This design comes from an exercise in tuning for small area, a short achievable clock period and few clock cycles per item on the open sky130 flow, not from production work.
In this exercise RTL edits were held to simulation tests only and were not proved equivalent to the original.
Power and IR drop assume default switching activity.

Setup of red:
==> flow/design.v <==
package rvIsaPkg;
    localparam int xlen     = 32;
    localparam int regAddrW = 5;
    localparam logic [6:0] opOp     = 7'b0110011;
    localparam logic [6:0] opOpImm  = 7'b0010011;
    localparam logic [6:0] opLui    = 7'b0110111;
    localparam logic [6:0] opBranch = 7'b1100011;
    localparam logic [2:0] f3AddSub = 3'b000;
    localparam logic [2:0] f3Slt    = 3'b010;
    localparam logic [2:0] f3Xor    = 3'b100;
    localparam logic [2:0] f3Or     = 3'b110;
    localparam logic [2:0] f3And    = 3'b111;
    localparam logic [2:0] f3Beq    = 3'b000;
    localparam logic [2:0] f3Bne    = 3'b001;
    localparam logic [6:0] f7Base = 7'b0000000;
    localparam logic [6:0] f7Sub  = 7'b0100000;
    typedef union packed {
        struct packed {
            logic [6:0] funct7;
            logic [4:0] rs2;
            logic [4:0] rs1;
            logic [2:0] funct3;
            logic [4:0] rd;
            logic [6:0] opcode;
        } r;
        struct packed {
            logic [11:0] imm12;
            logic [4:0]  rs1;
            logic [2:0]  funct3;
            logic [4:0]  rd;
            logic [6:0]  opcode;
        } i;
        struct packed {
            logic [19:0] imm20;
            logic [4:0]  rd;
            logic [6:0]  opcode;
        } u;
        struct packed {
            logic       imm12;
            logic [5:0] imm10to5;
            logic [4:0] rs2;
            logic [4:0] rs1;
            logic [2:0] funct3;
            logic [3:0] imm4to1;
            logic       imm11;
            logic [6:0] opcode;
        } b;
    } rvInstr;
endpackage
package coreCfgPkg;
    localparam int aluFuncW = 3;
    localparam logic [aluFuncW-1:0] aluAdd   = 3'd0;
    localparam logic [aluFuncW-1:0] aluSub   = 3'd1;
    localparam logic [aluFuncW-1:0] aluAnd   = 3'd2;
    localparam logic [aluFuncW-1:0] aluOr    = 3'd3;
    localparam logic [aluFuncW-1:0] aluXor   = 3'd4;
    localparam logic [aluFuncW-1:0] aluSlt   = 3'd5;
    localparam logic [aluFuncW-1:0] aluPassB = 3'd6;
    localparam logic fwdReg = 1'b0;
    localparam logic fwdWb  = 1'b1;
    localparam logic [31:0] resetPc = 32'h0000_0000;
endpackage
`timescale 1ns/1ps
module registerFile (
    input  logic        cpuClk,
    input  logic        rstN,
    input  logic [4:0]  rs,
    input  logic        rdEn,
    input  logic [31:0] orIn,
    input  logic [4:0]  wrAddr,
    input  logic        wrEn,
    input  logic [31:0] wrData,
    output logic [31:0] rdData
);
    logic [31:0] regs  [1:31];
    logic [31:1] valid;
    logic [31:1] wSel;
    logic [31:1] sel;
    always_comb begin
        for (int k = 1; k < 32; k++) begin
            wSel[k] = wrEn && (wrAddr == 5'(k));
            sel[k]  = rdEn && valid[k] && (rs == 5'(k));
        end
    end
    always_ff @(posedge cpuClk or negedge rstN) begin
        if (!rstN) valid <= '0;
        else       valid <= valid | wSel;
    end
    always_ff @(posedge cpuClk) begin
        for (int k = 1; k < 32; k++)
            if (wSel[k]) regs[k] <= wrData;
    end
    always_comb begin
        rdData = orIn;
        for (int k = 1; k < 32; k++)
            rdData = rdData | ({32{sel[k]}} & regs[k]);
    end
endmodule
`timescale 1ns/1ps
module rv32Core (
    input  logic        cpuClk,
    input  logic        rstN,
    output logic        wbCyc,
    output logic        wbStb,
    output logic [31:0] wbAdr,
    input  logic [31:0] wbDatI,
    input  logic        wbAck,
    output logic        retireValid,
    output logic [31:0] retirePc,
    output logic [4:0]  retireRd,
    output logic [31:0] retireData
);
    logic        reqOn;
    logic [31:1] adr;
    logic        discard;
    logic        taken;
    logic        redir;
    logic [31:1] target;
    logic [31:1] redirPc;
    logic [31:1] archPc;
    logic [31:1] pcNextW;
    logic        vR1, vR2, vE;
    logic [4:0]  rdE;
    logic [31:0] res;
    logic         capture;
    logic         predIn;
    logic [7:1]   offIn;
    logic [8:1]   lowSum;
    logic [31:8]  adrDec;
    logic [31:1]  targetIn;
    assign wbCyc = reqOn;
    assign wbStb = reqOn;
    assign wbAdr = {adr, 1'b0};
    assign capture  = reqOn && wbAck && !discard && !redir;
    assign predIn   = (wbDatI[6:0] == 7'b1100011) && (wbDatI[14:13] == 2'b00) &&
                      wbDatI[31] && wbDatI[7] && (wbDatI[30:28] == 3'b111);
    assign offIn    = {wbDatI[27:25], wbDatI[11:8]};
    assign lowSum   = {1'b0, adr[7:1]} + {1'b0, offIn};
    assign adrDec   = adr[31:8] - 24'd1;
    assign targetIn = {lowSum[8] ? adr[31:8] : adrDec, lowSum[7:1]};
    logic        useTgt;
    logic [31:1] adrOther;
    assign useTgt   = reqOn && wbAck && !discard && !redir && predIn;
    assign adrOther = !(reqOn && wbAck) ? adr :
                      redir             ? redirPc :
                      discard           ? (retireValid ? pcNextW : archPc) : adr + 31'd2;
    always_ff @(posedge cpuClk or negedge rstN) begin
        if (!rstN) begin
            reqOn   <= 1'b0;
            adr     <= '0;
            discard <= 1'b0;
        end else begin
            reqOn <= 1'b1;
            adr   <= useTgt ? targetIn : adrOther;
            if (reqOn && wbAck)      discard <= 1'b0;
            else if (reqOn && redir) discard <= 1'b1;
        end
    end
    logic [31:0] ir;
    always_ff @(posedge cpuClk) begin
        if (wbAck) ir <= wbDatI;
    end
    always_ff @(posedge cpuClk or negedge rstN) begin
        if (!rstN) begin
            vR1 <= 1'b0;
            vR2 <= 1'b0;
        end else begin
            vR1 <= capture;
            vR2 <= vR1 && !redir;
        end
    end
    logic [6:0] opc;
    logic [2:0] f3;
    logic [6:0] f7;
    logic       isOp, isImm, isLui, isBr, opOrImm, f7Ok, isSub;
    logic       dAdd, dSlt, dXor, dOr, dAnd, dWr;
    logic [31:0] immD;
    logic [31:0] opA, opB;
    assign opc = ir[6:0];
    assign f3  = ir[14:12];
    assign f7  = ir[31:25];
    assign isOp    = (opc == 7'b0110011);
    assign isImm   = (opc == 7'b0010011);
    assign isLui   = (opc == 7'b0110111);
    assign isBr    = (opc == 7'b1100011) && (f3[2:1] == 2'b00);
    assign isSub   = isOp && (f7 == 7'b0100000) && (f3 == 3'b000);
    assign f7Ok    = isImm || (f7 == 7'b0000000) || isSub;
    assign opOrImm = (isOp || isImm) && f7Ok;
    assign dAdd = isLui || (opOrImm && f3 == 3'b000);
    assign dSlt = opOrImm && f3 == 3'b010;
    assign dXor = opOrImm && f3 == 3'b100;
    assign dOr  = opOrImm && f3 == 3'b110;
    assign dAnd = opOrImm && f3 == 3'b111;
    assign dWr  = dAdd || dSlt || dXor || dOr || dAnd;
    assign immD = isLui ? {ir[31:12], 12'b0} : {{20{ir[31]}}, ir[31:20]};
    logic [31:0] rdPort;
    logic [4:0]  portAddr;
    logic        useImm, fixA1, immR2, fixAR2, fixBR2;
    assign useImm = isImm || isLui;
    always_ff @(posedge cpuClk) begin
        portAddr <= vR1 ? ir[24:20] : wbDatI[19:15];
        fixA1    <= capture && vE && (rdE != 5'd0) && (rdE == wbDatI[19:15]);
        immR2    <= vR1 && useImm;
        fixAR2   <= vR1 && vE && (rdE != 5'd0) && (rdE == ir[19:15]);
        fixBR2   <= vR1 && !useImm && vE && (rdE != 5'd0) && (rdE == ir[24:20]);
    end
    registerFile i_registerFile (
        .cpuClk(cpuClk), .rstN(rstN),
        .rs(portAddr),
        .rdEn(!(immR2 || fixBR2 || fixA1)),
        .orIn(({32{immR2}} & immD) | ({32{fixBR2 || fixA1}} & retireData)),
        .wrAddr(retireRd), .wrEn(retireValid), .wrData(retireData),
        .rdData(rdPort)
    );
    logic        cin, sAdd, sSlt, sXor, sOr, sAnd, brE, bneE;
    logic [12:1] immE;
    logic        predE;
    always_ff @(posedge cpuClk or negedge rstN) begin
        if (!rstN) vE <= 1'b0;
        else       vE <= vR2 && !redir;
    end
    always_ff @(posedge cpuClk) begin
        if (vR2) immE <= {ir[31], ir[7], ir[30:25], ir[11:8]};
    end
    always_ff @(posedge cpuClk) begin
        opA  <= vR2 ? (isLui ? 32'd0 : (fixAR2 ? retireData : opA)) : rdPort;
        opB  <= rdPort ^ {32{isSub || dSlt}};
        cin  <= isSub || dSlt;
        sAdd <= dAdd;
        sSlt <= dSlt;
        sXor <= dXor;
        sOr  <= dOr;
        sAnd <= dAnd;
        brE  <= isBr;
        bneE <= f3[0];
        rdE  <= dWr ? ir[11:7] : 5'd0;
    end
    logic [31:0] sum;
    logic [32:0] sumC;
    logic        slt;
    assign sumC = {opA, 1'b1} + {opB, cin};
    assign sum  = sumC[32:1];
    assign slt  = (opA[31] == opB[31]) ? opA[31] : sum[31];
    assign res  = ({32{sAdd}} & sum) | ({32{sXor}} & (opA ^ opB)) |
                  ({32{sOr}} & (opA | opB)) | ({32{sAnd}} & (opA & opB)) |
                  {31'd0, sSlt & slt};
    assign taken   = vE && brE && ((opA == opB) != bneE);
    assign target  = archPc + {{19{immE[12]}}, immE};
    assign predE   = &immE[12:8];
    assign redir   = vE && brE && (taken != predE);
    assign redirPc = predE ? archPc + 31'd2 : target;
    logic takenW;
    assign pcNextW  = takenW ? target : archPc + 31'd2;
    assign retirePc = {archPc, 1'b0};
    always_ff @(posedge cpuClk or negedge rstN) begin
        if (!rstN) begin
            archPc      <= '0;
            takenW      <= 1'b0;
            retireValid <= 1'b0;
        end else begin
            retireValid <= vE;
            takenW      <= taken;
            if (retireValid) archPc <= pcNextW;
        end
    end
    always_ff @(posedge cpuClk) begin
        retireRd   <= rdE;
        retireData <= res;
    end
endmodule
clock: 8.0 ns
lec_check: 0
cap_margin: 20
core_margin: 2
core_utilization: 40
cts_cluster_diameter: 100
cts_cluster_size: 30
place_density: 0.6
setup_slack_margin: 5
slew_margin: 20
tns_end_percent: 0
run.sh (not shown) runs the stock make flow with config.mk's settings and CLKGATE_MAP_FILE= SYNTH_SCRIPT=/design/flow/synth_recipe.tcl, a recipe that flattens the netlist after the stock synthesis.
Testbench counts of red, summed over its fixed seeds: cycles 149,752, instructions 72,000.
Changes in purple relative to red:
--- a/flow/design.v
+++ b/flow/design.v
@@ -195,20 +195,21 @@
     assign immD = isLui ? {ir[31:12], 12'b0} : {{20{ir[31]}}, ir[31:20]};
     logic [31:0] rdPort;
     logic [4:0]  portAddr;
-    logic        useImm, fixA1, immR2, fixAR2, fixBR2;
+    logic [4:0]  rdNow;
+    logic        useImm, immR2, fixAR2, fixBR2;
     assign useImm = isImm || isLui;
+    assign rdNow  = vE ? rdE : retireRd;
     always_ff @(posedge cpuClk) begin
         portAddr <= vR1 ? ir[24:20] : wbDatI[19:15];
-        fixA1    <= capture && vE && (rdE != 5'd0) && (rdE == wbDatI[19:15]);
         immR2    <= vR1 && useImm;
-        fixAR2   <= vR1 && vE && (rdE != 5'd0) && (rdE == ir[19:15]);
-        fixBR2   <= vR1 && !useImm && vE && (rdE != 5'd0) && (rdE == ir[24:20]);
+        fixAR2   <= vR1 && (rdNow != 5'd0) && (rdNow == ir[19:15]);
+        fixBR2   <= vR1 && !useImm && (rdNow != 5'd0) && (rdNow == ir[24:20]);
     end
     registerFile i_registerFile (
         .cpuClk(cpuClk), .rstN(rstN),
         .rs(portAddr),
-        .rdEn(!(immR2 || fixBR2 || fixA1)),
-        .orIn(({32{immR2}} & immD) | ({32{fixBR2 || fixA1}} & retireData)),
+        .rdEn(!(immR2 || fixBR2)),
+        .orIn(({32{immR2}} & immD) | ({32{fixBR2}} & retireData)),
         .wrAddr(retireRd), .wrEn(retireValid), .wrData(retireData),
         .rdData(rdPort)
     );
@@ -257,14 +258,15 @@
             archPc      <= '0;
             takenW      <= 1'b0;
             retireValid <= 1'b0;
+            retireRd    <= 5'd0;
         end else begin
             retireValid <= vE;
             takenW      <= taken;
             if (retireValid) archPc <= pcNextW;
-        end
-    end
-    always_ff @(posedge cpuClk) begin
-        retireRd   <= rdE;
-        retireData <= res;
+            if (vE) retireRd <= rdE;
+        end
+    end
+    always_ff @(posedge cpuClk) begin
+        if (vE) retireData <= res;
     end
 endmodule
[summary]
red consumes less power than purple.
Flip-flop and latch count of purple is on par with red.
purple vs red: count of TritonRoute iterations in the first routing pass up in purple
Comparing purple and red, fraction of synthesis flops using an asynchronous set or reset pin is higher on purple.
Delta (purple minus red): count of clock-buffer cells in the layout went down about 14%, post-cts repair resize count went up 88%.
Net switching component of the power on purple is behind red.
For the final critical-path setup slack, purple came in 0.19 ns higher than red did.
The run with more routed wire is purple, not red.
Synthesis-to-finish area growth: purple vs red up 4.0 points
The higher post-route clock period utilization came out of red.
On critical path required time: between purple and red, it ends up lower for purple.
Delta (purple minus red): clock power picked up an extra about 4%, final cell count increased by 223 relative to the old numbers.
Testbench counts of purple, summed over its fixed seeds: cycles 149,752, instructions 72,000.

## what the ideal ports hide
No port has a modelled driver above. Below, the same layouts with a new extraction and two added sets of constraints. Step 1, drivers: a clkbuf_16 drives cpuClk and a buf_2 each remaining input, both assumed. Step 2, shift: input delay + t, output delay - t, t = (earliest + latest rising clock arrival at the registers) / 2. This alone moves slack from input paths to output paths. Slacks: ideal ports / drivers / drivers and shift; pairs: ideal ports / drivers.
run	t (ns)	setup slack, ns	hold WS [ns]
red	0.775	4.519 / 4.447 / 3.891	0.457 / 0.457 / 0.457
purple	0.788	4.712 / 4.695 / 4.035	0.443 / 0.443 / 0.443
After both steps setup and hold are still met in every run listed. The setup slack of purple, which loses most, moves by -0.017 ns with the drivers and by -0.677 ns with both steps.
